This is an optimization exercise on Yosys and OpenROAD, whose aim is small area and a short achievable clock period, not a production implementation. The RTL was checked by simulation tests, not by an equivalence proof against the original design.

`flow/flow/run.sh`:
```
#!/bin/bash
# Layout flow: the standard ORFS flow (standard.sh), with extra make variables from
# flow/make_args.txt (one VAR=value per line) and, if flow/abc.script exists, that ABC
# script in place of ORFS's abc_speed.script and abc_area.script (a copy of ORFS's scripts folder is used).
# Each ORFS step writes its own log under orfs/logs/; make's output goes to make.log.
set -euo pipefail
HERE=$(pwd)
ARGS=()
if [[ -f flow/abc.script ]]; then
  rm -rf "$HERE/scripts"
  cp -r "$FLOW_HOME/scripts" "$HERE/scripts"
  cp flow/abc.script "$HERE/scripts/abc_speed.script"
  cp flow/abc.script "$HERE/scripts/abc_area.script"
  ARGS+=("SCRIPTS_DIR=$HERE/scripts")
fi
if [[ -f flow/make_args.txt ]]; then
  while IFS= read -r line; do
    [[ -n "$line" && "$line" != \#* ]] && ARGS+=("$line")
  done < flow/make_args.txt
fi
echo "make args: ${ARGS[*]}" > make.log
bash standard.sh "${ARGS[@]}" finish >> make.log 2>&1
```
`flow/flow/abc.script`:
```
strash
dch
map -D 3000
topo
stime -c
buffer -c
upsize -c
dnsize -c
```
`flow/flow/make_args.txt`:
```
ABC_CLOCK_PERIOD_IN_PS=3000
CORE_UTILIZATION=50
SETUP_SLACK_MARGIN=12.65
BUFFER_PORTS_ARGS=-buffer_cell sky130_fd_sc_hd__buf_1
CTS_BUF_LIST=sky130_fd_sc_hd__clkbuf_8
```
`flow/standard.sh`:
```
#!/bin/bash
# synth_recipe.tcl (not shown) runs the flow's synth.tcl, then flattens the netlist and writes it again
# the make line also repeats each setting of config.mk as NAME=value (left out here)
make -C /OpenROAD-flow-scripts/flow DESIGN_CONFIG=/design/flow/config.mk WORK_HOME=/design/flow/orfs CLKGATE_MAP_FILE= SYNTH_SCRIPT=/design/flow/synth_recipe.tcl "${@:-finish}"
```
`flow/config.mk`:
```
export PLATFORM = sky130hd
export DESIGN_NAME = key_expansion
export DESIGN_NICKNAME = key_expansion
export VERILOG_FILES = /design/flow/design.v
export SDC_FILE = /design/flow/constraint.sdc
export NUM_CORES = 4
export LEC_CHECK = 0
export CAP_MARGIN = 20
export CORE_MARGIN = 2
export CORE_UTILIZATION = 40
export SLEW_MARGIN = 20
```
`flow/constraint.sdc`:
```
create_clock -name core_clock -period 17.0 [get_ports {clk}]
set_input_delay 3.4000 -clock core_clock [delete_from_list [all_inputs] [get_ports {clk}]]
set_output_delay 3.4000 -clock core_clock [all_outputs]
set_load 0.01 [all_outputs]
```
`flow/design.v`:
```
package key_expansion_pkg;
    localparam int NR_DEFAULT = 10;
    function automatic logic [7:0] rcon_next(input logic [3:0] r);
        logic [7:0] val;
        val[0] = ~r[2] & ~r[1] & ~r[0];                      
        val[1] = r[3] | (~r[2] & ~r[1] & r[0]);              
        val[2] = (~r[2] & r[1] & ~r[0]) | (r[3] & r[0]);     
        val[3] = (~r[2] & r[1] & r[0]) | (r[3] & ~r[0]);     
        val[4] = r[3] | (r[2] & ~r[1] & ~r[0]);              
        val[5] = (r[2] & ~r[1] & r[0]) | (r[3] & r[0]);      
        val[6] = r[2] & r[1] & ~r[0];                        
        val[7] = r[2] & r[1] & r[0];                         
        rcon_next = val;
    endfunction
endpackage
module aes_sbox (
    input  logic [7:0] data,
    output logic [7:0] sub
);
    logic U0, U1, U2, U3, U4, U5, U6, U7;
    logic T1, T2, T3, T4, T5, T6, T7, T8, T9, T10, T11, T12;
    logic T13, T14, T15, T16, T17, T18, T19, T20, T21, T22, T23, T24;
    logic T25, T26, T27, M1, M2, M3, M4, M5, M6, M7, M8, M9;
    logic M10, M11, M12, M13, M14, M15, M16, M17, M18, M19, M20, M21;
    logic M22, M23, M24, M25, M26, M27, M28, M29, M30, M31, M32, M33;
    logic M34, M35, M36, M37, M38, M39, M40, M41, M42, M43, M44, M45;
    logic M46, M47, M48, M49, M50, M51, M52, M53, M54, M55, M56, M57;
    logic M58, M59, M60, M61, M62, M63, L0, L1, L2, L3, L4, L5;
    logic L6, L7, L8, L9, L10, L11, L12, L13, L14, L15, L16, L17;
    logic L18, L19, L20, L21, L22, L23, L24, L25, L26, L27, L28, L29;
    assign {U0, U1, U2, U3, U4, U5, U6, U7} = data;
    assign T1 = U0 ^ U3;
    assign T2 = U0 ^ U5;
    assign T3 = U0 ^ U6;
    assign T4 = U3 ^ U5;
    assign T5 = U4 ^ U6;
    assign T6 = T1 ^ T5;
    assign T7 = U1 ^ U2;
    assign T8 = U7 ^ T6;
    assign T9 = U7 ^ T7;
    assign T10 = T6 ^ T7;
    assign T11 = U1 ^ U5;
    assign T12 = U2 ^ U5;
    assign T13 = T3 ^ T4;
    assign T14 = T6 ^ T11;
    assign T15 = T5 ^ T11;
    assign T16 = T5 ^ T12;
    assign T17 = T9 ^ T16;
    assign T18 = U3 ^ U7;
    assign T19 = T7 ^ T18;
    assign T20 = T1 ^ T19;
    assign T21 = U6 ^ U7;
    assign T22 = T7 ^ T21;
    assign T23 = T2 ^ T22;
    assign T24 = T2 ^ T10;
    assign T25 = T20 ^ T17;
    assign T26 = T3 ^ T16;
    assign T27 = T1 ^ T12;
    assign M1 = T13 & T6;
    assign M2 = T23 & T8;
    assign M3 = T14 ^ M1;
    assign M4 = T19 & U7;
    assign M5 = M4 ^ M1;
    assign M6 = T3 & T16;
    assign M7 = T22 & T9;
    assign M8 = T26 ^ M6;
    assign M9 = T20 & T17;
    assign M10 = M9 ^ M6;
    assign M11 = T1 & T15;
    assign M12 = T4 & T27;
    assign M13 = M12 ^ M11;
    assign M14 = T2 & T10;
    assign M15 = M14 ^ M11;
    assign M16 = M3 ^ M2;
    assign M17 = M5 ^ T24;
    assign M18 = M8 ^ M7;
    assign M19 = M10 ^ M15;
    assign M20 = M16 ^ M13;
    assign M21 = M17 ^ M15;
    assign M22 = M18 ^ M13;
    assign M23 = M19 ^ T25;
    assign M24 = M22 ^ M23;
    assign M25 = M22 & M20;
    assign M26 = M21 ^ M25;
    assign M27 = M20 ^ M21;
    assign M28 = M23 ^ M25;
    assign M29 = M28 & M27;
    assign M30 = M26 & M24;
    assign M31 = M20 & M23;
    assign M32 = M27 & M31;
    assign M33 = M27 ^ M25;
    assign M34 = M21 & M22;
    assign M35 = M24 & M34;
    assign M36 = M24 ^ M25;
    assign M37 = M21 ^ M29;
    assign M38 = M32 ^ M33;
    assign M39 = M23 ^ M30;
    assign M40 = M35 ^ M36;
    assign M41 = M38 ^ M40;
    assign M42 = M37 ^ M39;
    assign M43 = M37 ^ M38;
    assign M44 = M39 ^ M40;
    assign M45 = M42 ^ M41;
    assign M46 = M44 & T6;
    assign M47 = M40 & T8;
    assign M48 = M39 & U7;
    assign M49 = M43 & T16;
    assign M50 = M38 & T9;
    assign M51 = M37 & T17;
    assign M52 = M42 & T15;
    assign M53 = M45 & T27;
    assign M54 = M41 & T10;
    assign M55 = M44 & T13;
    assign M56 = M40 & T23;
    assign M57 = M39 & T19;
    assign M58 = M43 & T3;
    assign M59 = M38 & T22;
    assign M60 = M37 & T20;
    assign M61 = M42 & T1;
    assign M62 = M45 & T4;
    assign M63 = M41 & T2;
    assign L0 = M61 ^ M62;
    assign L1 = M50 ^ M56;
    assign L2 = M46 ^ M48;
    assign L3 = M47 ^ M55;
    assign L4 = M54 ^ M58;
    assign L5 = M49 ^ M61;
    assign L6 = M62 ^ L5;
    assign L7 = M46 ^ L3;
    assign L8 = M51 ^ M59;
    assign L9 = M52 ^ M53;
    assign L10 = M53 ^ L4;
    assign L11 = M60 ^ L2;
    assign L12 = M48 ^ M51;
    assign L13 = M50 ^ L0;
    assign L14 = M52 ^ M61;
    assign L15 = M55 ^ L1;
    assign L16 = M56 ^ L0;
    assign L17 = M57 ^ L1;
    assign L18 = M58 ^ L8;
    assign L19 = M63 ^ L4;
    assign L20 = L0 ^ L1;
    assign L21 = L1 ^ L7;
    assign L22 = L3 ^ L12;
    assign L23 = L18 ^ L2;
    assign L24 = L15 ^ L9;
    assign L25 = L6 ^ L10;
    assign L26 = L7 ^ L9;
    assign L27 = L8 ^ L10;
    assign L28 = L11 ^ L14;
    assign L29 = L11 ^ L17;
    assign sub[7] = L6 ^ L24;
    assign sub[6] = ~(L16 ^ L26);
    assign sub[5] = ~(L19 ^ L28);
    assign sub[4] = L6 ^ L21;
    assign sub[3] = L20 ^ L22;
    assign sub[2] = L25 ^ L29;
    assign sub[1] = ~(L13 ^ L27);
    assign sub[0] = ~(L6 ^ L23);
endmodule
module key_expansion
#(
    parameter int NR = key_expansion_pkg::NR_DEFAULT
) (
    input  logic            clk,
    input  logic            rst_n,
    input  logic            start_in,
    input  logic [31:0]     K0_in,
    input  logic [31:0]     K1_in,
    input  logic [31:0]     K2_in,
    input  logic [31:0]     K3_in,
    input  logic            ready_in,
    output logic [31:0]     D0_out,
    output logic [31:0]     D1_out,
    output logic [31:0]     D2_out,
    output logic [31:0]     D3_out,
    output logic            valid_out,
    output logic [3:0]      round_out,
    output logic            busy_out,
    output logic            done_out
);
    logic        valid_q, done_q;
    logic [31:0] w0_q, w1_q, w2_q, w3_q;
    logic [3:0]  round_q;
    logic [31:0] sub_word;
    logic [31:0] t_word;
    logic [31:0] rc_word;
    logic [31:0] p0, p1, p2, p3;
    logic [31:0] sel_ld, sel_adv, sel_hold;
    logic [3:0]  round_d;
    logic        last;
    for (genvar i = 0; i < 4; i++) begin : g_sbox
        aes_sbox u_sbox (
            .data (w3_q[(8*i + 24) % 32 +: 8]),
            .sub  (sub_word[8*i +: 8])
        );
    end
    assign rc_word  = {key_expansion_pkg::rcon_next(round_q), 24'h000000};
    assign p0       = w0_q ^ rc_word;
    assign p1       = p0 ^ w1_q;
    assign p2       = p1 ^ w2_q;
    assign p3       = p2 ^ w3_q;
    assign sel_ld   = {32{~valid_q}};
    assign sel_adv  = {32{valid_q & ready_in}};
    assign sel_hold = {32{valid_q & ~ready_in}};
    assign t_word   = sel_adv & sub_word;       
    assign last     = round_q[3] & round_q[1];    
    assign round_d  = ({4{valid_q & ready_in}} & (round_q + 4'd1))
                    | ({4{valid_q & ~ready_in}} & round_q);
    always_ff @(posedge clk or negedge rst_n) begin
        if (!rst_n) begin
            valid_q <= 1'b0;
            done_q  <= 1'b0;
        end else begin
            valid_q <= valid_q ? !(ready_in && last) : start_in;
            done_q  <= valid_q && ready_in && last;
        end
    end
    always_ff @(posedge clk) begin
        w0_q    <= (valid_q ? (ready_in ? p0 : w0_q) : K0_in) ^ t_word;
        w1_q    <= (valid_q ? (ready_in ? p1 : w1_q) : K1_in) ^ t_word;
        w2_q    <= (valid_q ? (ready_in ? p2 : w2_q) : K2_in) ^ t_word;
        w3_q    <= (valid_q ? (ready_in ? p3 : w3_q) : K3_in) ^ t_word;
        round_q <= round_d;
    end
    assign D0_out    = w0_q;
    assign D1_out    = w1_q;
    assign D2_out    = w2_q;
    assign D3_out    = w3_q;
    assign round_out = round_q;
    assign valid_out = valid_q;
    assign busy_out  = valid_q;
    assign done_out  = done_q;
endmodule
```
==> run notes, run 1 <==
Seq cells post-synth=approximately 130; worst hold-check path type=reg2reg; Post-Route WL=~43000 um; input/output buffers=approximately 270; element type at the critical path end=output port; die height=approximately 150 um; first-pass GRT wire length=60200 um; Yosys cell types=54; Synth area leader=dfxtp_1; CP Data Required Time=between 10 and 15 ns; P&R area growth vs syn=54.9%; unrepaired setup endpoints after global routing=yes; cells after synthesis=between 1000 and 1500; dominant cells by area after synthesis=dfxtp_1 (23%), xor2_1 (19%), xnor2_1 (12%); die width=155 um; die area=23900 um^2; Initial DRC Count=about 900; Main synth FF type=dfxtp_1; Worst Path Max Fanout=3; clock sink count=around 130; nets=2067; Yosys top cell area share=0.233; final setup fails=0; htree depth=4; global placement routability congestion=0.916; Max Cap Violations=0; Max-slew headroom=0.317; fmax=0.220 GHz; CP bufs+invs=1; Ys Warns=1; fin crit period=4.54 ns; CTS max path bufs=2; largest net degree at the start of global routing=between 80 and 90; cells along the critical path=clkbuf_2; GR Util All Layers=0.322; vias per std cell=5.41; post-route ant nets=0; core footprint=around 22000 um^2; setup slack, reg-to-reg=about 13 ns; final hold vios=0; routed len/inst=around 19 um; Post-synth EDFFs=0; initial core utilization=0.506; TritonCTS clock tree=built; gr ovfl total=0; kind of critical path=reg2out; share of layout cells above drive strength 1=0.421; setup total negative slack=0 ns; Core Rows=55; Final period util=0.267; max-slew violation count=0; CP startpoint kind=flop; DRT Pass-1 Iters=7; top cells by count, synth=nand2_1 (272), xor2_1 (241), xnor2_1 (154), dfxtp_1 (132), a21oi_1 (109); DRC=0; worst-path cell with the longest stage delay=dfrtp_4; initial antenna violation count=0; sequential area share after synthesis=0.237; Clock transition at path regs=about 0.09 ns; Avg Inst Size Synth=about 7.7 um^2; vias in the first global route=approximately 11000; Vias=12000; delay-heaviest family, CP=flip-flops; Synth async-reset ratio=0.0149; I/O pin total=267; status=no timing/DRC/antenna violations; delay of the slowest critical-path stage=between 0.5 and 0.6 ns; syn_nets=1621; clk root buf=clkbuf_8; count leader, synth=nand2_1; Post-DP HPWL=26100 um; Clock Skews=0.0204 ns; Worst-Margin Slew=1.02 ns; Crit path arrival time=between 1 and 1.5 ns; Post-Syn Area=11300 um^2; clock latency on the worst-skew pair=between 0.4 and 0.5 ns; total CTS buffers=17
-- kinds of logic (layout without fill, tap and decap cells) --
logic type      count (synthesis)  count (layout)  share of synthesized area
flops                         134             134                      0.237
compound gates                312             312                      0.165
fa+ha+maj                       9               9                    0.00992
buf+inv                       174             632                     0.0588
mux                            32              32                     0.0282
xor+xnor                      425             425                      0.352
simple gates                  394             394                      0.149
other cells                     0               1                          0
-- what timing repair did --
item                                    4_1_cts  5_1_grt
cloned                                        3        2
hold buffers                                  0        0
hold endpoints to repair                      0        0
endpoints found under the setup margin      267      228
resized for setup                           433      309
pin swaps                                    13      119
setup buffers                               123       76
-- layout by cell type (no fill, tap or decap), types with 19 or more instances in the layout --
cell,n
buf_1,131
nand2_4,20
nor2_1,38
xnor2_1,118
buf_2,25
inv_2,28
buf_4,173
dfxtp_4,32
mux2i_1,32
nand2_1,224
inv_1,91
o221ai_1,25
dfxtp_2,100
clkbuf_8,19
a21oi_1,83
xnor2_2,37
xor2_1,194
xor2_2,49
buf_6,122
nand2_2,39
o21ai_0,86
-- state kept, by name (all words and copies together), names as in the netlist --
| signal | cells |
|---|---|
| done_q | 1 |
| round_q | 4 |
| valid_q | 1 |
| w0_q | 32 |
| w1_q | 32 |
| w2_q | 32 |
| w3_q | 32 |
-- path summary, 6_finish.rpt --
check / to / start / cells after the start
max reg2reg: w2_q[26] / w3_q[23] / 21
min in group asynchronous: valid_q / rst_n / 1
max: valid_out / valid_q / 1
max in group asynchronous: valid_q / rst_n / 1
min: w1_q[7] / w1_q[7] / 2
min reg2reg: w1_q[7] / w1_q[7] / 2
-- metal layers --
layer,track usage,part of all wire
met1,0.420,0.41
met2,0.541,0.49
met3,0.0518,0.066
met4,0.109,0.035
met5,0,0
-- area by class of cell --
cell class / instances / area (um^2)
multi-input cells: 1172 / 9550
well taps: 285 / 357
repair buffers: 473 / 3710
fillers: 1478 / 4860
clock buffers: 19 / 262
inverters: 126 / 524
clock inverters: 12 / 201
flip-flops and latches: 134 / 2940
diodes: 1 / 2.50
repair inverters: 2 / 31.3
-- tightest hold or removal path, delay by kind of cell (launching register included) --
| family | cells | cell delay (ns) |
|---|---|---|
| DFF | 1 | 0.35 |
| xor gates and xnor gates | 1 | 0.07 |
| AOI/OAI and AO/OA | 1 | 0.19 |
-- through the flow --
| step | area [um^2] | hold WS, ns | setup slack (ns) | util | cells |
|---|---|---|---|---|---|
| 4_1_cts | 15400 | 0.640 | 12.44 | 0.686 | 2145 |
| 6_report | 17600 | 0.640 | 12.46 | 0.784 | 2224 |
| 3_3_place_gp | 12600 | 0.591 | 10.86 | 0.563 | 1988 |
| 3_5_place_dp | 12600 | 0.609 | 10.82 | 0.563 | 1988 |
| 5_1_grt | 17600 | 0.670 | 12.41 | 0.783 | 2223 |
| 2_1_floorplan | 11500 | 0.568 | 12.64 | - | 1480 |
==> run 2, diff against run 1 <==
==> flow/flow/make_args.txt (replaced) <==
ABC_CLOCK_PERIOD_IN_PS=3000
CORE_UTILIZATION=50
SETUP_SLACK_MARGIN=12.1
BUFFER_PORTS_ARGS=-buffer_cell sky130_fd_sc_hd__buf_1
CTS_BUF_LIST=sky130_fd_sc_hd__clkbuf_8
==> run 2 against run 1 <==
  * Sequential share of layout area is 3.7 points higher
  * Via count is 13% lower
  * Design area is 25% lower
  * Critical endpoint is now w1_q[4]
  * Still clean on timing, DRC and antenna
==> run notes, run 2 <==
fin crit period=4.80 ns (+0.259 ns); Synth area leader=dfxtp_1; commonest cells after routing, fill and taps aside=nand2_1 (272), buf_1 (265), xor2_1 (234), xnor2_1 (146), dfxtp_1 (127); Seq cells post-synth=134 (unchanged); DRC=0 (unchanged); gr ovfl total=0 (unchanged); GR Util All Layers=0.278 (-0.0433); fmax=0.208 GHz (-5.4%); initial core utilization=0.506 (unchanged); Vias=10500 (-13%); Synth async-reset ratio=0.0149 (unchanged); largest net degree at the start of global routing=59 (-33%); count leader, synth=nand2_1; Core Rows=55 (unchanged); hold_buf cts=0 (unchanged); global placement routability congestion=0.890 (-2.8%); Initial DRC Count=668 (-26%); dominant cells by area after synthesis=dfxtp_1 (23%), xor2_1 (19%), xnor2_1 (12%); initial antenna violation count=2 (+2); Avg Inst Size Synth=7.67 um^2 (unchanged); status=no timing/DRC/antenna violations; setup total negative slack=0 ns (unchanged); DRT Pass-1 Iters=5 (-2); Max Cap Violations=0 (unchanged); post-route worst setup slack=12.20 ns (-0.259 ns); CTS max path bufs=2 (unchanged); top cells by count, synth=nand2_1 (272), xor2_1 (241), xnor2_1 (154), dfxtp_1 (132), a21oi_1 (109); final hold vios=0 (unchanged); Yosys cell types=54 (unchanged); vias per std cell=5.16 (-4.7%); cells after synthesis=1480 (unchanged); die width=155 um (unchanged); clock latency on the worst-skew pair=0.47 ns (about the same); die height=155 um (unchanged); Crit path arrival time=5.16 ns (+4.02 ns); Final period util=0.283 (+0.0153); Worst-Margin Slew=0.836 ns (-0.188 ns); input/output buffers=266 (unchanged); CP startpoint kind=input pin; sequential area share after synthesis=0.237 (unchanged); routed len/inst=16.5 um (-15%); element type at the critical path end=flop; FILL cells=2185 (+48%); htree depth=4 (unchanged); post-route ant nets=0 (unchanged); Post-Route WL=33600 um (-22%); unrepaired setup endpoints after global routing=yes; Yosys top cell area share=0.233 (unchanged); first-pass GRT wire length=52600 um (-13%); total CTS buffers=17 (unchanged); TritonCTS clock tree=built; Post-Syn Area=11300 um^2 (unchanged); worst hold-check path type=reg2reg; commonest non-fill, non-tap cell in the layout=nand2_1; Clock transition at path regs=0.08 ns (about the same); I/O pin total=267 (unchanged); nets=1872 (-9.4%); kind of critical path=in2reg; final setup fails=0 (unchanged); core footprint=22400 um^2 (unchanged); Main synth FF type=dfxtp_1; Worst Path Max Fanout=53 (+50); vias in the first global route=10100 (-11%); P&R area growth vs syn=16.8%; Hold WS=0.600 ns (-0.0396 ns); share of layout cells above drive strength 1=0.104 (-0.317); Clock Skews=0.0182 ns (-0.00217 ns); Ys Warns=1 (unchanged); Max-slew headroom=0.443 (+0.125); Post-DP HPWL=25700 um (-1.5%); max-slew violation count=0 (unchanged); CP Data Required Time=17.35 ns (+3.75 ns); die area=23900 um^2 (unchanged); clk root buf=clkbuf_8; syn_nets=1621 (unchanged); clock sink count=134 (unchanged); pre-CTS setup slack=10.95 ns (+0.131 ns); Post-synth EDFFs=0 (unchanged)
run 2: changes by cell type in the layout (fill, tap and decap cells not counted), sizes merged:
cell / before / now
buf: 469 / 278
clkinvlp: 2 / 6
clkinv: 6 / 5
bufinv: 5 / 2
inv: 127 / 128
bufbuf: 2 / 0
diode: 1 / 3
clkbuf: 21 / 19
run 2: area by class of cell:
class | instances | area [um^2] | share of cell area
Antenna cell | 3 | 7.51 | 0.000566
Clock buffer | 18 | 248 | 0.0187
Clock inverter | 14 | 151 | 0.0114
Inverter | 126 | 480 | 0.0363
Multi-Input combinational cell | 1172 | 8140 | 0.614
Sequential cell | 134 | 2700 | 0.204
Tap cell | 285 | 357 | 0.0269
Timing Repair Buffer | 279 | 1160 | 0.0872
Timing Repair inverter | 1 | 7.51 | 0.000566
run 2: metrics by stage:
stage                     cells  cell area, um^2   util
after floorplan            1480            11300      -
after global placement     1987            12600  0.560
after detailed placement   1987            12600  0.560
after CTS                  2021            13000  0.579
after global routing       2029            13200  0.590
final                      2032            13300  0.591
run 2: per-layer routing:
| layer | vias up | GRT usage | part of all wire |
|---|---|---|---|
| li1 | 5295 | - | - |
| met1 | 4857 | 0.352 | 0.44 |
| met2 | 281 | 0.486 | 0.49 |
| met3 | 49 | 0.0485 | 0.046 |
| met4 | 0 | 0.0816 | 0.022 |
| met5 | - | 0 | 0 |
run 2: cells by family (layout without fill, tap and decap cells):
group | count (synthesis) | in the layout | share of synthesized area
other | 0 | 3 | 0
DFF | 134 | 134 | 0.237
adders and majority gates | 9 | 9 | 0.00992
buffers and inverters | 174 | 438 | 0.0588
xor gates and xnor gates | 425 | 425 | 0.352
AOI/OAI and AO/OA | 312 | 312 | 0.165
and+or+nand+nor | 394 | 394 | 0.149
muxes | 32 | 32 | 0.0282
run 2: final timing paths:
| path | from | to | slack [ns] | cells past startpoint |
|---|---|---|---|---|
| max | ready_in | w1_q[4] | 12.20 | 7 |
| min | round_q[2] | round_q[2] | 0.60 | 2 |
| max reg2reg | w3_q[31] | w1_q[6] | 12.45 | 22 |
| min reg2reg | round_q[2] | round_q[2] | 0.60 | 2 |
| max in group asynchronous | rst_n | valid_q | 14.12 | 1 |
| min in group asynchronous | rst_n | valid_q | 2.71 | 1 |
run 2: worst max-delay path, stage by stage:
cell	delay (ns)
clkbuf_8	0.27
inv_1	0.25
nor2_4	0.30
buf_12	0.31
o21ai_0	0.14
a21o_1	0.24
xor2_1	0.16
run 2: what timing repair did:
item,in CTS,in global routing
endpoints found under the setup margin,134,104
pin swaps,0,5
cloned,1,0
buffers inserted,1,8
gates resized for setup,6,26
==> run 3, diff against run 2 <==
==> flow/flow/make_args.txt (replaced) <==
ABC_CLOCK_PERIOD_IN_PS=3000
CORE_UTILIZATION=50
SETUP_SLACK_MARGIN=12.5
BUFFER_PORTS_ARGS=-buffer_cell sky130_fd_sc_hd__buf_1
CTS_BUF_LIST=sky130_fd_sc_hd__clkbuf_4 sky130_fd_sc_hd__clkbuf_8
==> run 3 against run 2 <==
  * Design area up 6.3%
  * Worst hold slack lost 0.020 ns
  * Largest cell class unchanged
  * Critical path depth is 6 lower
  * Non-clock buffer count up 28
  * Critical path type is now reg2out
  * Area after synthesis unchanged
==> run notes, run 3 <==
setup slack, reg-to-reg=12.65 ns (+0.20 ns); vias in the first global route=10100 (+0.069%); input/output buffers=266 (unchanged); Synth async-reset ratio=0.0149 (unchanged); Vias=10700 (+1.9%); global placement routability congestion=0.889 (-0.11%); Critical R2R Capture=w1_q[28]; cells along the critical path=buf_6; DRT Pass-1 Iters=5 (unchanged); post-route ant nets=0 (unchanged); fin crit period=4.54 ns (-0.263 ns); Finished Cell Area=14100 um^2 (+6.3%); delay of the slowest critical-path stage=0.54 ns (+0.23 ns); top cells by count, synth=nand2_1 (272), xor2_1 (241), xnor2_1 (154), dfxtp_1 (132), a21oi_1 (109); unrepaired setup endpoints after global routing=yes; final hold vios=0 (unchanged); Initial DRC Count=645 (-3.4%); core footprint=22400 um^2 (unchanged); Reg2Reg Depth=23 (+4.5%); htree depth=4 (unchanged); routed len/inst=17.3 um (+4.4%); Yosys cell types=54 (unchanged); I/O pin total=267 (unchanged); Cell Area, Placed=12600 um^2 (about the same); GR Util All Layers=0.284 (+0.00588); Yosys top cell area share=0.233 (unchanged); commonest cells after routing, fill and taps aside=nand2_1 (261), buf_1 (245), xor2_1 (210), xnor2_1 (137), a21oi_1 (108); Post-synth EDFFs=0 (unchanged); M1 GR Usage=0.371 (+0.0185); element type at the critical path end=output port; syn_nets=1621 (unchanged); kind of critical path=reg2out; end of the worst hold path=round_q[3]; Crit Reg-Reg Startpoint=w3_q[23]; delay-heaviest family, CP=flip-flops; TritonCTS clock tree=built; met3 Resource Use GR=0.0502 (+0.00168); CTS max path bufs=2 (unchanged); count leader, synth=nand2_1; nets=1900 (+1.5%); sequential area share after synthesis=0.237 (unchanged); die area=23900 um^2 (unchanged); clock sink count=134 (unchanged); Worst Path Max Fanout=4 (-92%); worst-path cell with the longest stage delay=dfrtp_4; setup total negative slack=0 ns (unchanged); Avg Inst Size Synth=7.67 um^2 (unchanged); Main synth FF type=dfxtp_1; Max Cap Violations=0 (unchanged); largest net degree at the start of global routing=89 (+51%); Final Non-Filler Cells=2058 (+1.3%); CP Data Required Time=13.60 ns (-3.75 ns); dominant cells by area after synthesis=dfxtp_1 (23%), xor2_1 (19%), xnor2_1 (12%); Post-Route WL=35600 um (+5.8%); clk root buf=clkbuf_8; total CTS buffers=17 (unchanged); Synth area leader=dfxtp_1; die height=155 um (unchanged); CP startpoint kind=flop; vias per std cell=5.19 (+0.61%); fmax=0.220 GHz (+5.8%); initial antenna violation count=1 (-1); Max-slew headroom=0.329 (-0.114); Post-Syn Area=11300 um^2 (unchanged); min-delay src=round_q[3]; share of layout cells above drive strength 1=0.179 (+0.0751); grt met2 use=0.483 (-0.00234); Worst-Margin Slew=1.01 ns (+0.171 ns); Clock Skews=0.0159 ns (-0.00228 ns); P&R area growth vs syn=24.2%; commonest non-fill, non-tap cell in the layout=nand2_1; initial core utilization=0.506 (unchanged); status=no timing/DRC/antenna violations; Cells after DPL=1987 (unchanged); Seq cells post-synth=134 (unchanged); CP bufs+invs=1 (-2); max-slew violation count=0 (unchanged); worst hold-check path type=reg2reg; Clock transition at path regs=0.09 ns (about the same); clock latency on the worst-skew pair=0.46 ns (about the same); die width=155 um (unchanged); cells after synthesis=1480 (unchanged); Final period util=0.267 (-0.0155); Post-DP HPWL=25300 um (-1.6%); final setup fails=0 (unchanged); Ys Warns=1 (unchanged); gr ovfl total=0 (unchanged); Core Rows=55 (unchanged); first-pass GRT wire length=53600 um (+2.0%); Crit path arrival time=1.14 ns (-4.02 ns); DRC=0 (unchanged); worst hold path depth=2 (unchanged); Top Usage Layer GRT=met2
-- run 3: cell counts after synthesis --
Identical to the previous run, type by type.
-- run 3: layout make-up --
cell class	instances	area [um^2]
Sequential cell	134	2780
Timing Repair inverter	1	7.51
Fill cell	2084	8340
Inverter	126	485
Timing Repair Buffer	307	1480
Tap cell	285	357
Multi-Input combinational cell	1172	8590
Antenna cell	1	2.50
Clock buffer	19	249
Clock inverter	13	148
-- run 3: worst max path at each step --
stage	from	endpoint	slack (ns)	cells after the start
after floorplan	ready_in	w3_q[29]	12.53	7
after global placement	ready_in	w1_q[24]	11.02	7
after detailed placement	ready_in	w0_q[24]	10.94	7
after CTS	valid_q	busy_out	12.45	1
after global routing	valid_q	valid_out	12.43	1
final	valid_q	valid_out	12.46	1
-- run 3: cell families (layout without fill, tap and decap cells) --
family | after synthesis | count (layout) | share of synthesized area
fa+ha+maj | 9 | 9 | 0.00992
buf+inv | 174 | 466 | 0.0588
mux | 32 | 32 | 0.0282
other cells | 0 | 1 | 0
compound gates | 312 | 312 | 0.165
flops | 134 | 134 | 0.237
simple gates | 394 | 394 | 0.149
xor+xnor | 425 | 425 | 0.352
-- run 3: stage by stage --
stage          setup WS, ns   util  hold slack (ns)
2_1_floorplan         12.53      -            0.570
3_3_place_gp          11.02  0.560            0.598
3_5_place_dp          10.94  0.560            0.607
4_1_cts               12.45  0.599            0.586
5_1_grt               12.43  0.628            0.633
6_report              12.46  0.628            0.580
-- run 3: timing repair --
item / 4_1_cts / 5_1_grt
hold endpoints to repair: 0 / 0
hold buffers: 0 / 0
resized for setup: 67 / 110
endpoints found under the setup margin: 160 / 160
pin swaps: 3 / 35
cloned: 3 / 1
buffers inserted: 17 / 17
-- run 3: routing by layer --
metal,vias to the layer above,routed length (um)
li1,5329,-
met1,4975,15700
met2,336,17000
met3,41,2030
met4,0,821
met5,-,0
==> run 4, diff against run 3 <==
==> flow/flow/make_args.txt (replaced) <==
ABC_CLOCK_PERIOD_IN_PS=3000
CORE_UTILIZATION=50
SETUP_SLACK_MARGIN=12.5
BUFFER_PORTS_ARGS=-buffer_cell sky130_fd_sc_hd__buf_1
CTS_BUF_LIST=sky130_fd_sc_hd__clkbuf_8
==> run 4 against run 3 <==
  * Still clean on timing, DRC and antenna
  * Clock skew barely moved
  * First-iteration DRC count unchanged
  * Design area hardly changed
  * Synthesized cell count unchanged
  * Register-to-register slack about the same
  * Final cell count did not move
  * Worst hold slack about the same
  * Die area stayed put
  * Critical endpoint unchanged
==> run notes, run 4 <==
hold_buf cts=0 (unchanged); die width=155 um (unchanged); DRT Pass-1 Iters=5 (unchanged); clock latency on the worst-skew pair=0.46 ns (about the same); count leader, synth=nand2_1; Avg Inst Size Synth=7.67 um^2 (unchanged); Clock transition at path regs=0.09 ns (about the same); input/output buffers=266 (unchanged); Cell Area, Placed=12600 um^2 (unchanged); commonest non-fill, non-tap cell in the layout=nand2_1; setup total negative slack=0 ns (unchanged); Core Rows=55 (unchanged); largest net degree at the start of global routing=89 (unchanged); commonest cells after routing, fill and taps aside=nand2_1 (261), buf_1 (245), xor2_1 (210), xnor2_1 (137), a21oi_1 (108); Post-Route WL=35600 um (about the same); CTS max path bufs=2 (unchanged); element type at the critical path end=output port; max-slew violation count=0 (unchanged); Finished Cell Area=14100 um^2 (about the same); htree depth=4 (unchanged); routed len/inst=17.3 um (about the same); Final period util=0.267 (about the same); die area=23900 um^2 (unchanged); Max Cap Violations=0 (unchanged); initial core utilization=0.506 (unchanged); global placement routability congestion=0.889 (unchanged); Initial DRC Count=645 (unchanged); Ys Warns=1 (unchanged); worst-path cell with the longest stage delay=dfrtp_4; fmax=0.220 GHz (about the same); cells after synthesis=1480 (unchanged); Worst-Margin Slew=1.01 ns (-0.000318 ns); clk root buf=clkbuf_8; Clock Skews=0.0159 ns (-0.00000130 ns); fin crit period=4.54 ns (-0.000100 ns); Crit path arrival time=1.14 ns (about the same); sequential area share after synthesis=0.237 (unchanged); worst hold-check path type=reg2reg; Max-slew headroom=0.329 (about the same); Main synth FF type=dfxtp_1; share of layout cells above drive strength 1=0.178 (-0.00113); Seq cells post-synth=134 (unchanged); top cells by count, synth=nand2_1 (272), xor2_1 (241), xnor2_1 (154), dfxtp_1 (132), a21oi_1 (109); TritonCTS clock tree=built; Yosys top cell area share=0.233 (unchanged); Post-Syn Area=11300 um^2 (unchanged); Post-DP HPWL=25300 um (unchanged); final setup fails=0 (unchanged); kind of critical path=reg2out; syn_nets=1621 (unchanged); delay-heaviest family, CP=flip-flops; die height=155 um (unchanged); GR Util All Layers=0.284 (unchanged); dominant cells by area after synthesis=dfxtp_1 (23%), xor2_1 (19%), xnor2_1 (12%); I/O pin total=267 (unchanged); CP Data Required Time=13.60 ns (about the same); Worst Path Max Fanout=4 (unchanged); Post-synth EDFFs=0 (unchanged); nets=1900 (unchanged); core footprint=22400 um^2 (unchanged); post-route ant nets=0 (unchanged); vias in the first global route=10100 (unchanged); unrepaired setup endpoints after global routing=yes; CP startpoint kind=flop; delay of the slowest critical-path stage=0.54 ns (about the same); DRC=0 (unchanged); CP bufs+invs=1 (unchanged); Vias=10700 (+0.0094%); vias per std cell=5.19 (about the same); P&R area growth vs syn=24.1% (about the same); FILL cells=2088 (+0.19%); Synth area leader=dfxtp_1; initial antenna violation count=1 (unchanged); total CTS buffers=17 (unchanged); status=no timing/DRC/antenna violations; Yosys cell types=54 (unchanged); gr ovfl total=0 (unchanged); Synth async-reset ratio=0.0149 (unchanged); first-pass GRT wire length=53600 um (unchanged); clock sink count=134 (unchanged); final hold vios=0 (unchanged); cells along the critical path=buf_6
[run 4: cell types whose count changed in the layout (fill, tap and decap cells not counted)]
cell | before | now
inv_1 | 100 | 102
clkbuf_4 | 2 | 0
[run 4: repair_timing]
item | 4_1_cts | 5_1_grt
endpoints found under the setup margin | 160 | 160
pin swaps | 3 | 35
setup buffers | 17 | 17
endpoints found under the hold margin | 0 | 0
cloned | 3 | 1
gates resized for setup | 67 | 110
[run 4: cell type report]
| cell class | count | area, um^2 | share of cell area |
|---|---|---|---|
| clock inverter | 15 | 155 | 0.0110 |
| antenna | 1 | 2.50 | 0.000178 |
| clock buffer | 17 | 234 | 0.0166 |
| sequential | 134 | 2780 | 0.197 |
| inverter | 126 | 485 | 0.0345 |
| timing repair inverter | 1 | 7.51 | 0.000533 |
| tap | 285 | 357 | 0.0253 |
| timing repair buffer | 307 | 1480 | 0.105 |
| multi-input combinational | 1172 | 8590 | 0.610 |
[run 4: logic make-up (layout without fill, tap and decap cells)]
| family | count (synthesis) | count (layout) | share of synthesized area |
|---|---|---|---|
| adder cells (fa/ha/maj) | 9 | 9 | 0.00992 |
| AND/OR/NAND/NOR | 394 | 394 | 0.149 |
| flip-flops | 134 | 134 | 0.237 |
| multiplexers | 32 | 32 | 0.0282 |
| other | 0 | 1 | 0 |
| AO/OA/AOI/OAI | 312 | 312 | 0.165 |
| XOR/XNOR | 425 | 425 | 0.352 |
| buffers and inverters | 174 | 466 | 0.0588 |
[run 4: path summary, 6_finish.rpt]
check	start	end	slack, ns	cells after the start
hold / removal	round_q[3]	round_q[3]	0.58	2
setup reg to reg	w3_q[23]	w1_q[28]	12.65	23
setup / recovery	valid_q	valid_out	12.46	1
max in group asynchronous	rst_n	valid_q	14.16	1
min in group asynchronous	rst_n	done_q	2.70	1
hold reg to reg	round_q[3]	round_q[3]	0.58	2
[run 4: metrics by stage]
stage | worst slack, ns | cells | util | hold slack [ns]
final | 12.46 | 2058 | 0.628 | 0.580
after global routing | 12.43 | 2057 | 0.628 | 0.633
after CTS | 12.45 | 2039 | 0.599 | 0.586
after detailed placement | 10.94 | 1987 | 0.560 | 0.607
after global placement | 11.02 | 1987 | 0.560 | 0.598
after floorplan | 12.53 | 1480 | - | 0.570
[run 4: per-layer routing]
layer  global-route usage  vias up  wire length [um]
li1                     -     5329                 -
met1                0.371     4965             15700
met2                0.483      347             17000
met3               0.0502       41              2080
met4               0.0802        0               821
met5                    0        -                 0
[run 4: worst register-to-register path, delay by kind of cell (launching register included)]
kind / cells / cell delay, ns
xor+xnor: 8 / 1.75
simple gates: 6 / 0.83
flops: 1 / 0.39
compound gates: 4 / 0.49
buf+inv: 4 / 0.51
fa+ha+maj: 1 / 0.31
==> run 5, diff against run 4 <==
==> flow/flow/make_args.txt (replaced) <==
ABC_CLOCK_PERIOD_IN_PS=3000
CORE_UTILIZATION=50
SETUP_SLACK_MARGIN=12.35
BUFFER_PORTS_ARGS=-buffer_cell sky130_fd_sc_hd__buf_1
CTS_ARGS=-sink_clustering_enable -repair_clock_nets -buf_list sky130_fd_sc_hd__clkbuf_8 -dont_use_dummy_load -sink_clustering_size 30 -sink_clustering_max_diameter 100
==> run 5 against run 4 <==
  * Sequential cell count unchanged
  * Highest routed layer unchanged
  * Largest cell class unchanged
  * Die area is the same
  * Worst setup slack worse by 0.063 ns
  * Maximum frequency shrank 1.4%
  * First-iteration DRC count decreased by 5.3%
  * Critical path depth did not move
  * Core utilization is 2.5 points lower
  * Register-to-register slack is essentially flat
  * Routed wire length decreased by 4.7%
==> run notes, run 5 <==
Ys Warns=1 (unchanged); worst hold path depth=2 (unchanged); Yosys cell types=54 (unchanged); Crit Reg-Reg Startpoint=w3_q[23]; cells along the critical path=buf_1; unrepaired setup endpoints after global routing=yes; Synth area leader=dfxtp_1; worst-path cell with the longest stage delay=dfrtp_4; sequential area share after synthesis=0.237 (unchanged); Max Cap Violations=0 (unchanged); Main synth FF type=dfxtp_1; Yosys top cell area share=0.233 (unchanged); syn_nets=1621 (unchanged); Final period util=0.271 (+0.00369); post-route ant nets=0 (unchanged); DRC=0 (unchanged); Crit path arrival time=1.20 ns (+0.06 ns); largest net degree at the start of global routing=70 (-21%); die area=23900 um^2 (unchanged); vias per std cell=5.18 (-0.27%); commonest cells after routing, fill and taps aside=buf_1 (265), nand2_1 (264), xor2_1 (218), xnor2_1 (147); min-delay src=w0_q[16]; top cells by count, synth=nand2_1 (272), xor2_1 (241), xnor2_1 (154), dfxtp_1 (132), a21oi_1 (109); worst hold-check path type=reg2reg; CP startpoint kind=flop; initial core utilization=0.506 (unchanged); routed len/inst=16.7 um (-3.4%); Synth async-reset ratio=0.0149 (unchanged); Worst-Margin Slew=0.831 ns (-0.175 ns); CTS max path bufs=2 (unchanged); clk root buf=clkbuf_8; end of the worst hold path=w0_q[16]; fmax=0.217 GHz (-1.4%); Worst Path Max Fanout=12 (+8); Critical R2R Capture=w3_q[26]; nets=1888 (-0.63%); clock sink count=134 (unchanged); hold_buf cts=0 (unchanged); status=no timing/DRC/antenna violations; kind of critical path=reg2out; Reg2Reg Depth=22 (-4.3%); Core Rows=55 (unchanged); Seq cells post-synth=134 (unchanged); Clock transition at path regs=0.06 ns (-0.03 ns); gr ovfl total=0 (unchanged); P&R area growth vs syn=19.1%; TritonCTS clock tree=built; die width=155 um (unchanged); Post-Syn Area=11300 um^2 (unchanged); dominant cells by area after synthesis=dfxtp_1 (23%), xor2_1 (19%), xnor2_1 (12%); CP bufs+invs=1 (unchanged); setup slack, reg-to-reg=12.64 ns (about the same); Avg Inst Size Synth=7.67 um^2 (unchanged); Post-DP HPWL=25200 um (-0.35%); Clock Skews=0.0330 ns (+0.0172 ns); Post-Route WL=33900 um (-4.7%); total CTS buffers=17 (unchanged); cells after synthesis=1480 (unchanged); setup total negative slack=0 ns (unchanged); Vias=10500 (-1.5%); die height=155 um (unchanged); CP Data Required Time=13.60 ns (about the same); delay of the slowest critical-path stage=0.58 ns (+0.04 ns); fin crit period=4.60 ns (+0.0627 ns); clock latency on the worst-skew pair=0.46 ns (about the same); element type at the critical path end=output port; global placement routability congestion=0.891 (+0.20%); Initial DRC Count=611 (-5.3%); vias in the first global route=10100 (+0.13%); htree depth=4 (unchanged); delay-heaviest family, CP=flip-flops; max-slew violation count=0 (unchanged); Max-slew headroom=0.446 (+0.117); commonest non-fill, non-tap cell in the layout=buf_1; I/O pin total=267 (unchanged); GR Util All Layers=0.278 (-0.00624); Post-synth EDFFs=0 (unchanged); first-pass GRT wire length=52800 um (-1.4%); DRT Pass-1 Iters=5 (unchanged); final hold vios=0 (unchanged); input/output buffers=266 (unchanged); count leader, synth=nand2_1; initial antenna violation count=1 (unchanged); Hold WS=0.624 ns (+0.0439 ns); core footprint=22400 um^2 (unchanged); final setup fails=0 (unchanged); share of layout cells above drive strength 1=0.133 (-0.0448)
run 5: cell types whose count changed in the layout (fill, tap and decap cells not counted), moves of 3 or more:
cell        change
clkinvlp_4      -4
dfxtp_1        +12
nand2_1         +3
xor2_1          +8
buf_4           -9
xor2_2          -9
inv_6           -5
buf_1          +20
xnor2_1        +10
xnor2_2         -8
clkbuf_2       -13
buf_6           -3
dfxtp_4        -12
buf_2           -5
run 5: kinds of logic after synthesis:
family / synth area share
xor+xnor: 0.352
simple gates: 0.149
compound gates: 0.165
buf+inv: 0.0588
flops: 0.237
mux: 0.0282
fa+ha+maj: 0.00992
run 5: worst register-to-register path, stage by stage (launching register included):
cell and delay [ns]:
dfxtp_2 0.43, inv_1 0.12, nand2_1 0.11, and2_1 0.14
nand2_1 0.05, and2_2 0.20, xnor2_1 0.20, ha_1 0.28
xnor2_1 0.18, xor2_1 0.25, xor2_2 0.25, inv_1 0.11
o21ai_1 0.22, a21boi_2 0.14, or2_1 0.26, nand2_1 0.12
nor2_4 0.06, xor2_4 0.27, xnor2_4 0.15, or2_1 0.24
nand3b_1 0.10, nand3_2 0.18, xor2_1 0.19
run 5: timing repair:
item,in CTS,in global routing
gates resized for setup,19,79
buffers inserted,9,15
cloned,2,0
pin swaps,1,25
hold endpoints to repair,0,0
endpoints found under the setup margin,136,132
run 5: area by class of cell:
cell class,instances,area (um^2)
tap,285,357
clock buffer,17,234
multi-input combinational,1172,8380
timing repair inverter,1,7.51
antenna,2,5.00
inverter,126,484
sequential,134,2730
fill,2141,8920
timing repair buffer,295,1310
run 5: worst max-delay path by stage:
stage	startpoint	to	slack (ns)	cells past startpoint
2_1_floorplan	ready_in	w0_q[0]	12.37	7
3_3_place_gp	ready_in	w0_q[24]	11.00	7
3_5_place_dp	ready_in	w1_q[24]	10.99	7
4_1_cts	ready_in	w1_q[24]	12.35	7
5_1_grt	w3_q[23]	w2_q[26]	12.31	22
6_report	valid_q	valid_out	12.40	1
run 5: routing by layer:
layer  part of all wire  up-vias  GRT usage  routed length [um]
li1                   -     5289          -                   -
met1               0.46     4911      0.366               15400
met2               0.48      275      0.470               16200
met3              0.042       44     0.0426                1430
met4              0.025        0     0.0851                 862
met5                  0        -          0                   0
run 5: metrics by stage:
step,area [um^2],std cells,setup slack (ns),util
2_1_floorplan,11300,1480,12.37,-
3_5_place_dp,12600,1987,10.99,0.560
4_1_cts,13000,2015,12.35,0.580
3_3_place_gp,12600,1987,11.00,0.560
5_1_grt,13500,2030,12.31,0.602
6_report,13500,2032,12.40,0.602
==> run 6, diff against run 5 <==
==> flow/flow/make_args.txt (replaced) <==
ABC_CLOCK_PERIOD_IN_PS=3000
CORE_UTILIZATION=50
SETUP_SLACK_MARGIN=12.35
BUFFER_PORTS_ARGS=-buffer_cell sky130_fd_sc_hd__buf_1
CTS_ARGS=-sink_clustering_enable -repair_clock_nets -buf_list {sky130_fd_sc_hd__clkbuf_4 sky130_fd_sc_hd__clkbuf_8} -root_buf sky130_fd_sc_hd__clkbuf_8 -sink_clustering_buffer sky130_fd_sc_hd__clkbuf_4 -dont_use_dummy_load
==> run 6 against run 5 <==
  * Register-to-register slack about the same
  * Sequential cell count stayed put
  * Maximum frequency unchanged
  * Clock skew unchanged
  * Routed wire length is the same
  * Synthesized cell count unchanged
  * Core utilization unchanged
  * Non-clock buffer count did not move
  * Global-route usage stayed put
  * Critical endpoint unchanged
  * Largest cell class unchanged
==> run notes, run 6 <==
global placement routability congestion=0.891 (unchanged); share of layout cells above drive strength 1=0.133 (unchanged); Worst Path Max Fanout=12 (unchanged); Avg Inst Size Synth=7.67 um^2 (unchanged); Cells after DPL=1987 (unchanged); Post-DP HPWL=25200 um (unchanged); Post-Route WL=33900 um (unchanged); htree depth=4 (unchanged); gr ovfl total=0 (unchanged); Crit Reg-Reg Startpoint=w3_q[23]; CP bufs+invs=1 (unchanged); die area=23900 um^2 (unchanged); TritonCTS clock tree=built; first-pass GRT wire length=52800 um (unchanged); initial core utilization=0.506 (unchanged); Yosys top cell area share=0.233 (unchanged); Yosys cell types=54 (unchanged); CP endpoint=valid_out; Clock Skews=0.0330 ns (unchanged); CTS max path bufs=2 (unchanged); Max Cap Violations=0 (unchanged); initial antenna violation count=1 (unchanged); unrepaired setup endpoints after global routing=yes; Ys Warns=1 (unchanged); die height=155 um (unchanged); syn_nets=1621 (unchanged); max-slew violation count=0 (unchanged); setup slack, reg-to-reg=12.64 ns (about the same); delay-heaviest family, CP=flip-flops; post-route core utilization=0.602 (unchanged); commonest non-fill, non-tap cell in the layout=buf_1; element type at the critical path end=output port; Worst-Margin Slew=0.831 ns (unchanged); Synth area leader=dfxtp_1; Critical R2R Capture=w3_q[26]; sequential area share after synthesis=0.237 (unchanged); nets=1888 (unchanged); CP startpoint=valid_q; Cell Area, Placed=12600 um^2 (unchanged); P&R area growth vs syn=19.1% (unchanged); status=no timing/DRC/antenna violations; die width=155 um (unchanged); largest net degree at the start of global routing=70 (unchanged); core footprint=22400 um^2 (unchanged); Finished Cell Area=13500 um^2 (unchanged); post-route ant nets=0 (unchanged); final setup fails=0 (unchanged); clock latency on the worst-skew pair=0.46 ns (about the same); top cells by count, synth=nand2_1 (272), xor2_1 (241), xnor2_1 (154), dfxtp_1 (132), a21oi_1 (109); final hold vios=0 (unchanged); Reg2Reg Depth=22 (unchanged); setup total negative slack=0 ns (unchanged); Seq cells post-synth=134 (unchanged); FILL cells=2141 (unchanged); cells along the critical path=buf_1; Core Rows=55 (unchanged); Post-synth EDFFs=0 (unchanged); delay of the slowest critical-path stage=0.58 ns (about the same); area of the multi-input gates=8380 um^2 (unchanged); vias in the first global route=10100 (unchanged); cells after synthesis=1480 (unchanged); Main synth FF type=dfxtp_1; worst hold-check path type=reg2reg; GR Util All Layers=0.278 (unchanged); worst-path cell with the longest stage delay=dfrtp_4; Final period util=0.271 (unchanged); count leader, synth=nand2_1; clock sink count=134 (unchanged); DRC=0 (unchanged); Synth async-reset ratio=0.0149 (unchanged); Crit path arrival time=1.20 ns (about the same); Post-Syn Area=11300 um^2 (unchanged); commonest cells after routing, fill and taps aside=buf_1 (265), nand2_1 (264), xor2_1 (218), xnor2_1 (147); CP Data Required Time=13.60 ns (about the same); I/O pin total=267 (unchanged); total CTS buffers=17 (unchanged); kind of critical path=reg2out; Vias=10500 (unchanged); CP startpoint kind=flop; hold_buf cts=0 (unchanged); Clock transition at path regs=0.06 ns (about the same); Max-slew headroom=0.446 (unchanged); vias per std cell=5.18 (unchanged); input/output buffers=266 (unchanged); fmax=0.217 GHz (unchanged); clk root buf=clkbuf_8; register area=2730 um^2 (unchanged); Critical Path Stages=1 (unchanged); Final Non-Filler Cells=2032 (unchanged); dominant cells by area after synthesis=dfxtp_1 (23%), xor2_1 (19%), xnor2_1 (12%); Initial DRC Count=611 (unchanged); fin crit period=4.60 ns (unchanged); DRT Pass-1 Iters=5 (unchanged); routed len/inst=16.7 um (unchanged)
run 6: how the worst min path moves through the flow:
stage | to | slack, ns | startpoint | cells past startpoint
after floorplan | done_q | 0.57 | round_q[3] | 2
after global placement | round_q[3] | 0.60 | round_q[3] | 2
after detailed placement | round_q[3] | 0.61 | round_q[3] | 2
after CTS | done_q | 0.62 | round_q[3] | 2
after global routing | done_q | 0.65 | round_q[3] | 2
final | w0_q[16] | 0.62 | w0_q[16] | 2
run 6: what timing repair did:
item | in CTS | in global routing
setup buffers | 9 | 15
cloned | 2 | 0
pin swaps | 1 | 25
resized for setup | 19 | 79
setup endpoints to repair | 136 | 132
run 6: cell type report:
| class | count | area share |
|---|---|---|
| Antenna cell | 2 | 0.000370 |
| Multi-Input combinational cell | 1172 | 0.620 |
| Clock buffer | 17 | 0.0173 |
| Timing Repair inverter | 1 | 0.000555 |
| Sequential cell | 134 | 0.202 |
| Timing Repair Buffer | 295 | 0.0972 |
| Tap cell | 285 | 0.0264 |
| Inverter | 126 | 0.0358 |
run 6: metal layers:
layer / vias to the layer above / wire length (um) / GRT usage
met4: 0 / 862 / 0.0851
met1: 4911 / 15400 / 0.366
met3: 44 / 1430 / 0.0426
met5: - / 0 / 0
li1: 5289 / - / -
met2: 275 / 16200 / 0.470
run 6: cell families (layout without fill, tap and decap cells):
| logic type | after synthesis | after routing | synth area share |
|---|---|---|---|
| AND/OR/NAND/NOR | 394 | 394 | 0.149 |
| buffers and inverters | 174 | 439 | 0.0588 |
| flip-flops | 134 | 134 | 0.237 |
| AO/OA/AOI/OAI | 312 | 312 | 0.165 |
| multiplexers | 32 | 32 | 0.0282 |
| other | 0 | 2 | 0 |
| adder cells (fa/ha/maj) | 9 | 9 | 0.00992 |
| XOR/XNOR | 425 | 425 | 0.352 |
run 6: metrics by stage:
step	setup slack [ns]	hold WS, ns
2_1_floorplan	12.37	0.570
5_1_grt	12.31	0.654
4_1_cts	12.35	0.624
3_3_place_gp	11.00	0.601
6_report	12.40	0.624
3_5_place_dp	10.99	0.609
run 6: worst min-delay path: stages (launching register included):
cell and delay [ns]:
dfxtp_1 0.33, mux2i_1 0.17, xor2_1 0.08
==> run 7, diff against run 6 <==
==> flow/flow/abc.script (replaced) <==
strash
dch
map -D 3300
topo
stime -c
buffer -c
upsize -c
dnsize -c
==> flow/flow/make_args.txt (replaced) <==
ABC_CLOCK_PERIOD_IN_PS=3300
CORE_UTILIZATION=50
SETUP_SLACK_MARGIN=12.35
BUFFER_PORTS_ARGS=-buffer_cell sky130_fd_sc_hd__buf_1
CTS_ARGS=-sink_clustering_enable -repair_clock_nets -buf_list sky130_fd_sc_hd__clkbuf_8 -dont_use_dummy_load
==> run 7 against run 6 <==
  * Still clean on timing, DRC and antenna
  * Global-route usage about the same
  * Design area decreased by 0.85%
  * Via count down 1.5%
  * Synthesized cell count fell by 2.2%
  * Non-clock buffer count increased by 15
  * Count of clock-buffer cells in the layout is the same
  * Routed wire length shrank 0.54%
  * Core utilization grew 1.3 points
  * Clock skew fell by 0.0042 ns
  * Critical path depth rose by 6
  * Sequential share of layout area rose by 0.21 points
  * Critical endpoint is now w0_q[24]
  * Largest cell class unchanged
==> run notes, run 7 <==
clock sink count=134 (unchanged); Antenna diodes=0 (-2); Core Rows=54 (-1.8%); Max Cap Violations=0 (unchanged); unrepaired setup endpoints after global routing=yes; die height=153 um (-1.2%); delay-heaviest family, CP=buffers and inverters; clk root buf=clkbuf_8; Seq cells post-synth=134 (unchanged); kind of critical path=in2reg; Worst Path Max Fanout=48 (+36); vias per std cell=5.15 (-0.42%); Yosys top cell area share=0.239 (+0.00595); Synth area leader=dfxtp_1; clock latency on the worst-skew pair=0.45 ns (about the same); GR Util All Layers=0.278 (+0.000382); input/output buffers=266 (unchanged); Max-slew headroom=0.337 (-0.109); Yosys cell types=52 (-3.7%); Main synth FF type=dfxtp_1; syn_nets=1588 (-2.0%); FILL cells=2083 (-2.7%); Crit path arrival time=4.96 ns (+3.76 ns); Vias=10400 (-1.5%); largest net degree at the start of global routing=88 (+26%); initial antenna violation count=0 (-1); post-route core utilization=0.616 (+0.0135); global placement routability congestion=0.884 (-0.82%); cells along the critical path=buf_8 > clkinvlp_4 > nor2_4 > buf_12 > o21ai_0 > a21oi_2 > xor2_1; fmax=0.217 GHz (about the same); DRC=0 (unchanged); final hold vios=0 (unchanged); Ys Warns=1 (unchanged); hold_buf cts=0 (unchanged); Initial DRC Count=538 (-12%); share of layout cells above drive strength 1=0.138 (+0.00462); Clock Skews=0.0289 ns (-0.00420 ns); commonest cells after routing, fill and taps aside=buf_1 (265), nand2_1 (243), xor2_1 (225), xnor2_1 (149), dfxtp_1 (109); die area=23300 um^2 (-2.4%); TritonCTS clock tree=built; CP bufs+invs=3 (+2); gr ovfl total=0 (unchanged); Post-Syn Area=11100 um^2 (-2.5%); I/O pin total=267 (unchanged); fin crit period=4.60 ns (-0.00440 ns); CP startpoint kind=input pin; core footprint=21800 um^2 (-3.0%); sequential area share after synthesis=0.243 (+0.00606); Worst-Margin Slew=0.995 ns (+0.163 ns); delay of the slowest critical-path stage=0.30 ns (-0.28 ns); top cells by count, synth=nand2_1 (253), xor2_1 (247), xnor2_1 (165), dfxtp_1 (132), inv_1 (114); max-slew violation count=0 (unchanged); post-route ant nets=0 (unchanged); cells after synthesis=1447 (-2.2%); DRT Pass-1 Iters=5 (unchanged); Post-Route WL=33700 um (-0.54%); setup total negative slack=0 ns (unchanged); total CTS buffers=17 (unchanged); Post-synth EDFFs=0 (unchanged); P&R area growth vs syn=21.1%; element type at the critical path end=flop; final setup fails=0 (unchanged); grt met2 use=0.477 (+0.00659); Clock transition at path regs=0.09 ns (+0.03 ns); count leader, synth=nand2_1; dominant cells by area after synthesis=dfxtp_1 (24%), xor2_1 (20%), xnor2_1 (13%); routed len/inst=16.8 um (+0.55%); die width=153 um (-1.2%); CTS max path bufs=2 (unchanged); worst-path cell with the longest stage delay=buf_12; nets=1873 (-0.79%); Post-DP HPWL=25100 um (-0.45%); M1 GR Usage=0.370 (+0.00412); commonest non-fill, non-tap cell in the layout=buf_1; CP Data Required Time=17.36 ns (+3.76 ns); status=no timing/DRC/antenna violations; initial core utilization=0.509 (+0.00277); Top Usage Layer GRT=met2; first-pass GRT wire length=52700 um (-0.20%); Avg Inst Size Synth=7.65 um^2 (-0.27%); Synth async-reset ratio=0.0149 (unchanged); worst hold-check path type=reg2reg; htree depth=4 (unchanged); vias in the first global route=9983 (-1.4%); Final period util=0.271 (about the same); met3 Resource Use GR=0.0447 (+0.00206)
-- run 7: routing by layer --
layer / wire [um] / up-vias / part of all wire
li1: - / 5195 / -
met1: 15300 / 4824 / 0.45
met2: 16400 / 313 / 0.49
met3: 1630 / 29 / 0.048
met4: 442 / 0 / 0.013
met5: 0 / - / 0
-- run 7: cell families (layout without fill, tap and decap cells) --
group	Yosys count	count (layout)	synth area share
flops	134	134	0.243
buf+inv	169	452	0.0582
compound gates	307	307	0.161
simple gates	363	363	0.136
fa+ha+maj	9	9	0.0102
xor+xnor	433	433	0.362
mux	32	32	0.0289
-- run 7: stage by stage --
stage / worst slack (ns) / cells / cell area, um^2 / hold WS (ns)
6_report: 12.40 / 2010 / 13400 / 0.593
5_1_grt: 12.29 / 2010 / 13400 / 0.650
4_1_cts: 12.29 / 1977 / 12700 / 0.595
3_5_place_dp: 11.01 / 1954 / 12300 / 0.583
3_3_place_gp: 11.06 / 1954 / 12300 / 0.576
2_1_floorplan: 12.38 / 1447 / 11100 / 0.570
-- run 7: timing repair --
| item | in CTS | in global routing |
|---|---|---|
| gates cloned | 0 | 0 |
| buffers inserted | 6 | 33 |
| pin swaps | 3 | 28 |
| resized for setup | 23 | 99 |
| setup endpoints to repair | 137 | 125 |
-- run 7: final cells by class --
| class | instances | area (um^2) | area share |
|---|---|---|---|
| Timing Repair Buffer | 310 | 1370 | 0.102 |
| Tap cell | 280 | 350 | 0.0261 |
| Sequential cell | 134 | 2740 | 0.204 |
| Inverter | 125 | 483 | 0.0360 |
| Clock buffer | 17 | 234 | 0.0175 |
| Multi-Input combinational cell | 1144 | 8230 | 0.614 |
-- run 7: path summary, 6_finish.rpt --
path,from,endpoint,depth (start not counted),slack [ns]
setup reg to reg,w3_q[22],w0_q[24],17,12.59
max in group asynchronous,rst_n,valid_q,1,14.13
hold reg to reg,round_q[3],round_q[3],2,0.59
hold / removal,round_q[3],round_q[3],2,0.59
setup / recovery,ready_in,w0_q[24],7,12.40
min in group asynchronous,rst_n,valid_q,1,2.72
-- run 7: worst reg2reg max path: cells and delay by family, from the launching register on --
family                     cells  cell delay [ns]
xor gates and xnor gates      11             2.60
AOI/OAI and AO/OA              4             0.83
DFF                            1             0.49
adders and majority gates      1             0.27
buffers and inverters          1             0.14
==> run 8, diff against run 7 <==
==> flow/flow/abc.script (replaced) <==
strash
dch
map -D 2800
topo
stime -c
buffer -c
upsize -c
dnsize -c
==> flow/flow/make_args.txt (replaced) <==
ABC_CLOCK_PERIOD_IN_PS=2800
CORE_UTILIZATION=50
SETUP_SLACK_MARGIN=12.35
BUFFER_PORTS_ARGS=-buffer_cell sky130_fd_sc_hd__buf_1
CTS_ARGS=-sink_clustering_enable -repair_clock_nets -buf_list sky130_fd_sc_hd__clkbuf_8 -dont_use_dummy_load
==> run 8 against run 7 <==
  * Still clean on timing, DRC and antenna
  * Critical path depth down 6
  * First-iteration DRC count up 15%
  * Sequential cell count unchanged
  * Routed wire length up 11%
  * Non-clock buffer count down 16
  * Register-to-register slack better by 0.03 ns
  * Clock skew up 0.0035 ns
  * Die area up 7.6%
  * Via count up 9.3%
  * Sequential share of layout area down 0.99 points
==> run notes, run 8 <==
DRC=0 (unchanged); Synth area leader=dfxtp_1; clk root buf=clkbuf_8; nets=1990 (+6.2%); Worst Path Max Fanout=6 (-88%); initial antenna violation count=2 (+2); setup total negative slack=0 ns (unchanged); CP Data Required Time=13.60 ns (-3.76 ns); Avg Inst Size Synth=7.51 um^2 (-1.8%); core footprint=23500 um^2 (+7.9%); Initial DRC Count=621 (+15%); Synth async-reset ratio=0.0149 (unchanged); hold_buf cts=0 (unchanged); gr ovfl total=0 (unchanged); max-slew violation count=0 (unchanged); worst hold-check path type=reg2reg; htree depth=4 (unchanged); die height=158 um (+3.7%); commonest cells after routing, fill and taps aside=nand2_1 (325), buf_1 (265), xor2_1 (207), xnor2_1 (138), inv_1 (121); Yosys cell types=59 (+13%); Post-synth EDFFs=0 (unchanged); status=no timing/DRC/antenna violations; met3 Resource Use GR=0.0642 (+0.0196); I/O pin total=267 (unchanged); area of the multi-input gates=8800 um^2 (+7.0%); cells after synthesis=1588 (+9.7%); Ys Warns=1 (unchanged); Max-slew headroom=0.337 (+0.000514); Main synth FF type=dfxtp_1; post-route ant nets=0 (unchanged); GR Util All Layers=0.287 (+0.00834); Clock transition at path regs=0.08 ns (about the same); syn_nets=1729 (+8.9%); Clock Skews=0.0324 ns (+0.00354 ns); die width=158 um (+3.7%); final hold vios=0 (unchanged); input/output buffers=266 (unchanged); register area=2720 um^2 (-0.46%); largest net degree at the start of global routing=89 (+1.1%); Hold WS=0.607 ns (+0.0142 ns); commonest non-fill, non-tap cell in the layout=nand2_1; cells along the critical path=buf_1; TritonCTS clock tree=built; P&R area growth vs syn=17.5%; Core Rows=56 (+3.7%); Top Usage Layer GRT=met2; Post-DP HPWL=27200 um (+8.7%); post-route core utilization=0.597 (-0.0188); share of layout cells above drive strength 1=0.132 (-0.00601)
## run 8: cell count changes in the layout (fill, tap and decap cells not counted), moves of 8 or more
cell,delta
a21oi_1,-15
buf_4,-21
inv_1,+13
nand2_1,+82
nand3_1,+23
nand3_2,+8
nand4_1,+9
nor2_1,+13
xnor2_1,-11
xor2_1,-18
## run 8: through the flow
stage / instances / worst slack (ns) / area (um^2)
final: 2169 / 12.40 / 14000
after global routing: 2166 / 12.33 / 14000
after CTS: 2154 / 12.35 / 13600
after detailed placement: 2125 / 11.16 / 13100
after global placement: 2125 / 11.22 / 13100
after floorplan: 1588 / 12.39 / 11900
## run 8: area by class of cell
class / instances / area share
antenna: 3 / 0.000536
clock buffer: 17 / 0.0167
inverter: 134 / 0.0367
multi-input combinational: 1267 / 0.628
sequential: 134 / 0.194
tap: 319 / 0.0285
timing repair buffer: 294 / 0.0949
timing repair inverter: 1 / 0.000536
## run 8: routing by layer
metal | wire length, um | part of all wire | vias up
met3 | 2110 | 0.056 | 40
met5 | 27 | 0.00072 | -
met1 | 17100 | 0.46 | 5337
li1 | - | - | 5634
met2 | 17500 | 0.47 | 308
met4 | 649 | 0.017 | 4
## run 8: cell families after synthesis
family,Yosys count,share of synthesized area
fa+ha+maj,9,0.00944
flops,134,0.226
xor+xnor,406,0.329
mux,29,0.0243
compound gates,312,0.159
simple gates,511,0.189
buf+inv,187,0.0630
## run 8: worst paths after layout
kind                                  from    endpoint  slack [ns]  depth (start not counted)
worst min register to register  round_q[3]  round_q[3]        0.61                          2
worst max-delay path              w3_q[18]  D3_out[18]       12.40                          1
worst max register to register    w3_q[10]    w1_q[21]       12.62                         20
worst min-delay path            round_q[3]  round_q[3]        0.61                          2
min in group asynchronous            rst_n     valid_q        2.72                          1
max in group asynchronous            rst_n     valid_q       14.14                          1
## run 8: repair_timing
action | CTS | global route
gates cloned | 2 | 1
pin swaps | 3 | 11
gates resized for setup | 21 | 68
setup buffers | 10 | 11
endpoints found under the setup margin | 139 | 129

-- port drivers added, routing unchanged --
How much do the figures lean on ideal ports? The routed layouts below were timed once more, with nothing changed but the port constraints. Step 1 sets driving cells, clkbuf_16 on the clock port and buf_2 on the other inputs (assumed; they add their load-dependent delay and slew). Step 2 adds t to the input delays and takes it off the output delays; t is the mean of the earliest and latest rising clock arrival at the registers after step 1. Input paths then give back, and output paths get back, about the clock's delay inside the block. Three values: ideal ports, drivers, drivers and shift; two values: the first two.
run | shift t [ns] | setup slack, ns | worst setup path after step 2 | latest minus earliest clock arrival (ns) | worst data-port slew with drivers (ns)
run 1 | 0.506 | 12.456 / 12.409 / 12.081 | input to register | 0.021 / 0.021 | 0.09
run 2 | 0.508 | 12.196 / 12.199 / 11.691 | input to register | 0.019 / 0.019 | 0.08
run 3 | 0.499 | 12.459 / 12.415 / 11.962 | input to register | 0.016 / 0.017 | 0.15
run 4 | 0.499 | 12.459 / 12.415 / 11.960 | input to register | 0.016 / 0.017 | 0.15
run 5 | 0.490 | 12.396 / 12.354 / 11.977 | input to register | 0.034 / 0.033 | 0.09
run 6 | 0.490 | 12.396 / 12.354 / 11.977 | input to register | 0.034 / 0.033 | 0.09
run 7 | 0.481 | 12.401 / 12.386 / 11.905 | input to register | 0.029 / 0.030 | 0.06
run 8 | 0.495 | 12.397 / 12.349 / 11.930 | input to register | 0.032 / 0.033 | 0.08
After both steps every run listed still meets setup and hold. For run 2, which loses most, drivers alone change the setup slack by +0.003 ns; drivers and shift together by -0.505 ns.
